What follows belongs to an exercise in optimizing a design on an open flow for small area, a short achievable clock period and few clock cycles per item; a production flow would make more cautious choices.
No activity file was given, so power comes from the tool's default toggle rates.

## fft_bitrev_buf
module fft_bitrev_buf
(
  input  logic clk,
  input  logic rst,
  input  logic din_vld,
  input  logic din_last,
  input  logic [9:0] din_re,
  input  logic [9:0] din_im,
  input  logic dout_rdy,
  output logic din_rdy,
  output logic dout_vld,
  output logic dout_last,
  output logic [5:0] dout_idx,
  output logic [9:0] dout_re,
  output logic [9:0] dout_im,
  output logic err_frame
);
  function automatic logic [5:0] bitrev(input logic [5:0] v);
    logic [5:0] r;
    for (int i = 0; i < 6; i++)
      r[i] = v[5-i];
    bitrev = r;
  endfunction
  function automatic logic [7:0] onehot3(input logic [2:0] v);
    onehot3 = 8'd1 << v;
  endfunction
  function automatic logic [5:0] rd_slot(input logic p, input logic [5:0] c);
    rd_slot = p ? c : bitrev(c);
  endfunction
  logic [19:0] in_data;     
  logic        in_vld;
  logic [5:0]  wr_cnt;      
  logic        wr_par;      
  logic        free_q;      
  logic        rdy_q;       
  logic        in_free;     
  logic [5:0]  rd_cnt;      
  logic        rd_par;      
  logic [7:0]  rd_hi;       
  logic [7:0]  rd_lo;       
  logic [1:0]  n_full;      
  logic        vld_q;
  logic [19:0] out_data;
  logic [5:0]  out_idx;
  logic        out_last;
  logic        acc;
  logic        acc_wrap;
  logic        we;
  logic        wr_wrap;
  logic        ld;
  logic        ld_wrap;
  logic [19:0] rd_data;
  logic [19:0] mem [64];
  logic [19:0] grp [8];
  logic [5:0]  wr_addr;
  logic [5:0]  wr_cnt_n;
  logic        wr_par_n;
  logic [5:0]  rd_cnt_i;    
  logic        rd_par_i;
  logic [5:0]  slot_i;
  logic        free_h;      
  logic        free_l;      
  logic        free_n;
  logic        in_vld_n;
  assign din_rdy  = rdy_q;
  assign dout_vld = vld_q;
  assign in_free  = !in_vld | free_q;
  assign acc      = din_vld & in_free;
  assign acc_wrap = in_vld ? (wr_cnt == 6'd62) : (wr_cnt == 6'd63);
  assign we       = in_vld & free_q;
  assign wr_wrap  = (wr_cnt == 6'd63);
  assign ld       = (!vld_q | dout_rdy) & ((n_full != 2'd0) | (acc & acc_wrap));
  assign ld_wrap  = (rd_cnt == 6'd63);
  assign wr_addr  = wr_par ? bitrev(wr_cnt) : wr_cnt;
  for (genvar k = 0; k < 64; k++) begin : g_mem
    logic sel;
    assign sel = we & (wr_addr == 6'(k));
    fft_pingpong_mem u_ent (
      .clk  (clk),
      .load (sel),
      .hold (!sel),
      .d    (in_data),
      .q    (mem[k])
  ...
Size in the first run: about 4400 cells after synthesis, about 1400 flip-flops, about 55 I/O pins.
==> module fft_bitrev_buf, before the edit <==
module fft_bitrev_buf
(
  input  logic clk,
  input  logic rst,
  input  logic din_vld,
  input  logic din_last,
  input  logic [9:0] din_re,
  input  logic [9:0] din_im,
  input  logic dout_rdy,
  output logic din_rdy,
  output logic dout_vld,
  output logic dout_last,
  output logic [5:0] dout_idx,
  output logic [9:0] dout_re,
  output logic [9:0] dout_im,
  output logic err_frame
);
  function automatic logic [5:0] bitrev(input logic [5:0] v);
    logic [5:0] r;
    for (int i = 0; i < 6; i++)
      r[i] = v[5-i];
    bitrev = r;
  endfunction
  function automatic logic [7:0] onehot3(input logic [2:0] v);
    onehot3 = 8'd1 << v;
  endfunction
  function automatic logic [5:0] rd_slot(input logic p, input logic [5:0] c);
    rd_slot = p ? c : bitrev(c);
  endfunction
  logic [19:0] in_data;     
  logic        in_vld;
  logic [5:0]  wr_cnt;      
  logic        wr_par;      
  logic        free_q;      
  logic        rdy_q;       
  logic        in_free;     
  logic [5:0]  rd_cnt;      
  logic        rd_par;      
  logic [7:0]  rd_hi;       
  logic [7:0]  rd_lo;       
  logic [1:0]  n_full;      
  logic        vld_q;
  logic [19:0] out_data;
  logic [5:0]  out_idx;
  logic        out_last;
  logic        acc;
  logic        acc_wrap;
  logic        we;
  logic        wr_wrap;
  logic        ld;
  logic        ld_wrap;
  logic [19:0] rd_data;
  logic [19:0] mem [64];
  logic [19:0] grp [8];
  logic [5:0]  wr_addr;
  logic [5:0]  wr_cnt_n;
  logic        wr_par_n;
  logic [5:0]  rd_cnt_i;    
  logic        rd_par_i;
  logic [5:0]  slot_i;
  logic        free_h;      
  logic        free_l;      
  logic        free_n;
  logic        in_vld_n;
  assign din_rdy  = rdy_q;
  assign dout_vld = vld_q;
  assign in_free  = !in_vld | free_q;
  assign acc      = din_vld & in_free;
  assign acc_wrap = in_vld ? (wr_cnt == 6'd62) : (wr_cnt == 6'd63);
  assign we       = in_vld & free_q;
  assign wr_wrap  = (wr_cnt == 6'd63);
  assign ld       = (!vld_q | dout_rdy) & ((n_full != 2'd0) | (acc & acc_wrap));
  assign ld_wrap  = (rd_cnt == 6'd63);
  assign wr_addr  = wr_par ? bitrev(wr_cnt) : wr_cnt;
  for (genvar k = 0; k < 64; k++) begin : g_mem
    logic sel;
    assign sel = we & (wr_addr == 6'(k));
    fft_pingpong_mem u_ent (
      .clk  (clk),
      .load (sel),
      .hold (!sel),
      .d    (in_data),
      .q    (mem[k])
    );
  end
  always_comb begin
    for (int g = 0; g < 8; g++) begin
      grp[g] = '0;
      for (int l = 0; l < 8; l++)
        grp[g] = grp[g] | (mem[8*g+l] & {20{rd_lo[l]}});
    end
    rd_data = '0;
    for (int g = 0; g < 8; g++)
      rd_data = rd_data | (grp[g] & {20{rd_hi[g]}});
  end
  always_comb begin
    wr_cnt_n = we ? wr_cnt + 6'd1 : wr_cnt;
    wr_par_n = (we & wr_wrap) ? ~wr_par : wr_par;
    rd_cnt_i = rd_cnt + 6'd1;
    rd_par_i = ld_wrap ? ~rd_par : rd_par;
    slot_i   = rd_slot(rd_par_i, rd_cnt_i);
    free_h   = (wr_par_n == rd_par)   || (wr_cnt_n < rd_cnt);
    free_l   = (wr_par_n == rd_par_i) || (wr_cnt_n < rd_cnt_i);
    free_n   = ld ? free_l : free_h;
    in_vld_n = in_free ? din_vld : in_vld;
  end
  always_ff @(posedge clk) begin
    if (rst) begin
      in_vld    <= 1'b0;
      wr_cnt    <= '0;
      wr_par    <= 1'b0;
      free_q    <= 1'b1;
      rdy_q     <= 1'b1;
      rd_cnt    <= '0;
      rd_par    <= 1'b0;
      rd_hi     <= 8'd1;
      rd_lo     <= 8'd1;
      n_full    <= '0;
      vld_q     <= 1'b0;
      err_frame <= 1'b0;
    end else begin
      in_vld  <= in_vld_n;
      wr_cnt  <= wr_cnt_n;
      wr_par  <= wr_par_n;
      free_q  <= free_n;
      rdy_q   <= !in_vld_n || free_n;
      if (ld) begin
        rd_cnt <= rd_cnt_i;
        rd_par <= rd_par_i;
        rd_hi  <= onehot3(slot_i[5:3]);
        rd_lo  <= onehot3(slot_i[2:0]);
      end
      n_full  <= n_full + 2'((acc & acc_wrap)) - 2'((ld & ld_wrap));
      if (acc && (din_last != acc_wrap))
        err_frame <= 1'b1;
      if (ld)
        vld_q <= 1'b1;
      else if (dout_rdy)
        vld_q <= 1'b0;
    end
  end
  always_ff @(posedge clk) begin
    if (in_free)
      in_data <= {din_re, din_im};
  end
  always_ff @(posedge clk) begin
    if (rst) begin
      out_data <= '0;
      out_idx  <= '0;
      out_last <= 1'b0;
    end else if (ld) begin
      out_data <= rd_data;
      out_idx  <= bitrev(rd_cnt);
      out_last <= ld_wrap;
    end else if (dout_rdy) begin
      out_data <= '0;
      out_idx  <= '0;
      out_last <= 1'b0;
    end
  end
  assign dout_re   = out_data[19:10];
  assign dout_im   = out_data[9:0];
  assign dout_idx  = out_idx;
  assign dout_last = out_last;
endmodule
clock: 6.5 ns
lec_check: 0
cap_margin: 20
core_margin: 2
core_utilization: 55
cts_buf_list: sky130_fd_sc_hd__clkbuf_16
cts_cluster_diameter: 80
cts_cluster_size: 25
setup_slack_margin: 4.0
slew_margin: 20
synth_hierarchical: 1
run.sh (not shown) runs the stock make flow with config.mk's settings and CLKGATE_MAP_FILE= SYNTH_SCRIPT=/design/flow/synth_recipe.tcl, a recipe that flattens the netlist after the stock synthesis.
Next try:
--- a/flow/design.v
+++ b/flow/design.v
@@ -64,5 +64,9 @@
   logic [19:0] mem [64];
   logic [19:0] grp [8];
-  logic [5:0]  wr_addr;
+  logic [7:0]  wr_hi_n;     
+  logic [7:0]  wr_lo_n;
+  logic [7:0]  wr_hi;       
+  logic [7:0]  wr_lo;       
+  logic [5:0]  slot_w;
   logic [5:0]  wr_cnt_n;
   logic        wr_par_n;
@@ -83,12 +87,11 @@
   assign ld       = (!vld_q | dout_rdy) & ((n_full != 2'd0) | (acc & acc_wrap));
   assign ld_wrap  = (rd_cnt == 6'd63);
-  assign wr_addr  = wr_par ? bitrev(wr_cnt) : wr_cnt;
   for (genvar k = 0; k < 64; k++) begin : g_mem
     logic sel;
-    assign sel = we & (wr_addr == 6'(k));
+    assign sel = wr_hi[k/8] & wr_lo[k%8];
     fft_pingpong_mem u_ent (
       .clk  (clk),
       .load (sel),
-      .hold (!sel),
+      .hold (wr_hi_n[k/8] | wr_lo_n[k%8]),
       .d    (in_data),
       .q    (mem[k])
@@ -108,4 +111,5 @@
     wr_cnt_n = we ? wr_cnt + 6'd1 : wr_cnt;
     wr_par_n = (we & wr_wrap) ? ~wr_par : wr_par;
+    slot_w   = wr_par_n ? bitrev(wr_cnt_n) : wr_cnt_n;
     rd_cnt_i = rd_cnt + 6'd1;
     rd_par_i = ld_wrap ? ~rd_par : rd_par;
@@ -121,4 +125,8 @@
       wr_cnt    <= '0;
       wr_par    <= 1'b0;
+      wr_hi     <= 8'd1;
+      wr_lo     <= 8'd1;
+      wr_hi_n   <= 8'hfe;
+      wr_lo_n   <= 8'hfe;
       free_q    <= 1'b1;
       rdy_q     <= 1'b1;
@@ -134,4 +142,8 @@
       wr_cnt  <= wr_cnt_n;
       wr_par  <= wr_par_n;
+      wr_hi   <= free_n ? onehot3(slot_w[5:3]) : 8'd0;
+      wr_lo   <= onehot3(slot_w[2:0]);
+      wr_hi_n <= free_n ? ~onehot3(slot_w[5:3]) : 8'hff;
+      wr_lo_n <= ~onehot3(slot_w[2:0]);
       free_q  <= free_n;
       rdy_q   <= !in_vld_n || free_n;
@@ -155,15 +167,19 @@
       in_data <= {din_re, din_im};
   end
+  fft_pingpong_mem u_out (
+    .clk  (clk),
+    .load (ld & !rst),
+    .hold (!(ld | dout_rdy | rst)),
+    .d    (rd_data),
+    .q    (out_data)
+  );
   always_ff @(posedge clk) begin
     if (rst) begin
-      out_data <= '0;
       out_idx  <= '0;
       out_last <= 1'b0;
     end else if (ld) begin
-      out_data <= rd_data;
       out_idx  <= bitrev(rd_cnt);
       out_last <= ld_wrap;
     end else if (dout_rdy) begin
-      out_data <= '0;
       out_idx  <= '0;
       out_last <= 1'b0;
After rerunning: The changed run finished clean. Via count decreases by about 1.8%. Clock skew is lower by 0.0072 ns. Clock-buffer cell count goes up by 10. Die area climbs by 1.3%. Clock power is higher by 7.1%. Non-clock buffer count drops by 106.
No functional check of the RTL was part of any run of this note.

==> afterwards: timing with drivers on the ports <==
Ports are ideal in the flow. The routed layouts listed here were re-timed in OpenROAD.
Step 1: set_driving_cell puts a clkbuf_16 on clk and a buf_2 on each other input, an assumption about the parent block.
Step 2 adds t to the input delays and takes it off the output delays; t is the mean of the earliest and latest rising clock arrival at the registers after step 1. Input paths then give back, and output paths get back, about the clock's delay inside the block.
Three values: no drivers, after step 1, after step 2; two values: the first two.
| run | t, ns | setup slack, ns | hold WS [ns] | slew at the worst register clock pin (ns) | worst data-port slew with drivers (ns) |
|---|---|---|---|---|---|
| the first run | 0.792 | 3.877 / 3.877 / 3.481 | 0.478 / 0.478 / 0.478 | 0.11 / 0.11 | 0.05 |
| the second run | 0.755 | 3.816 / 3.816 / 3.256 | 0.453 / 0.453 / 0.453 | 0.10 / 0.10 | 0.11 |
After both steps every run listed still meets setup and hold. The setup slack of the second run, which loses most, moves by 0.000 ns with the drivers and by -0.560 ns with both steps.
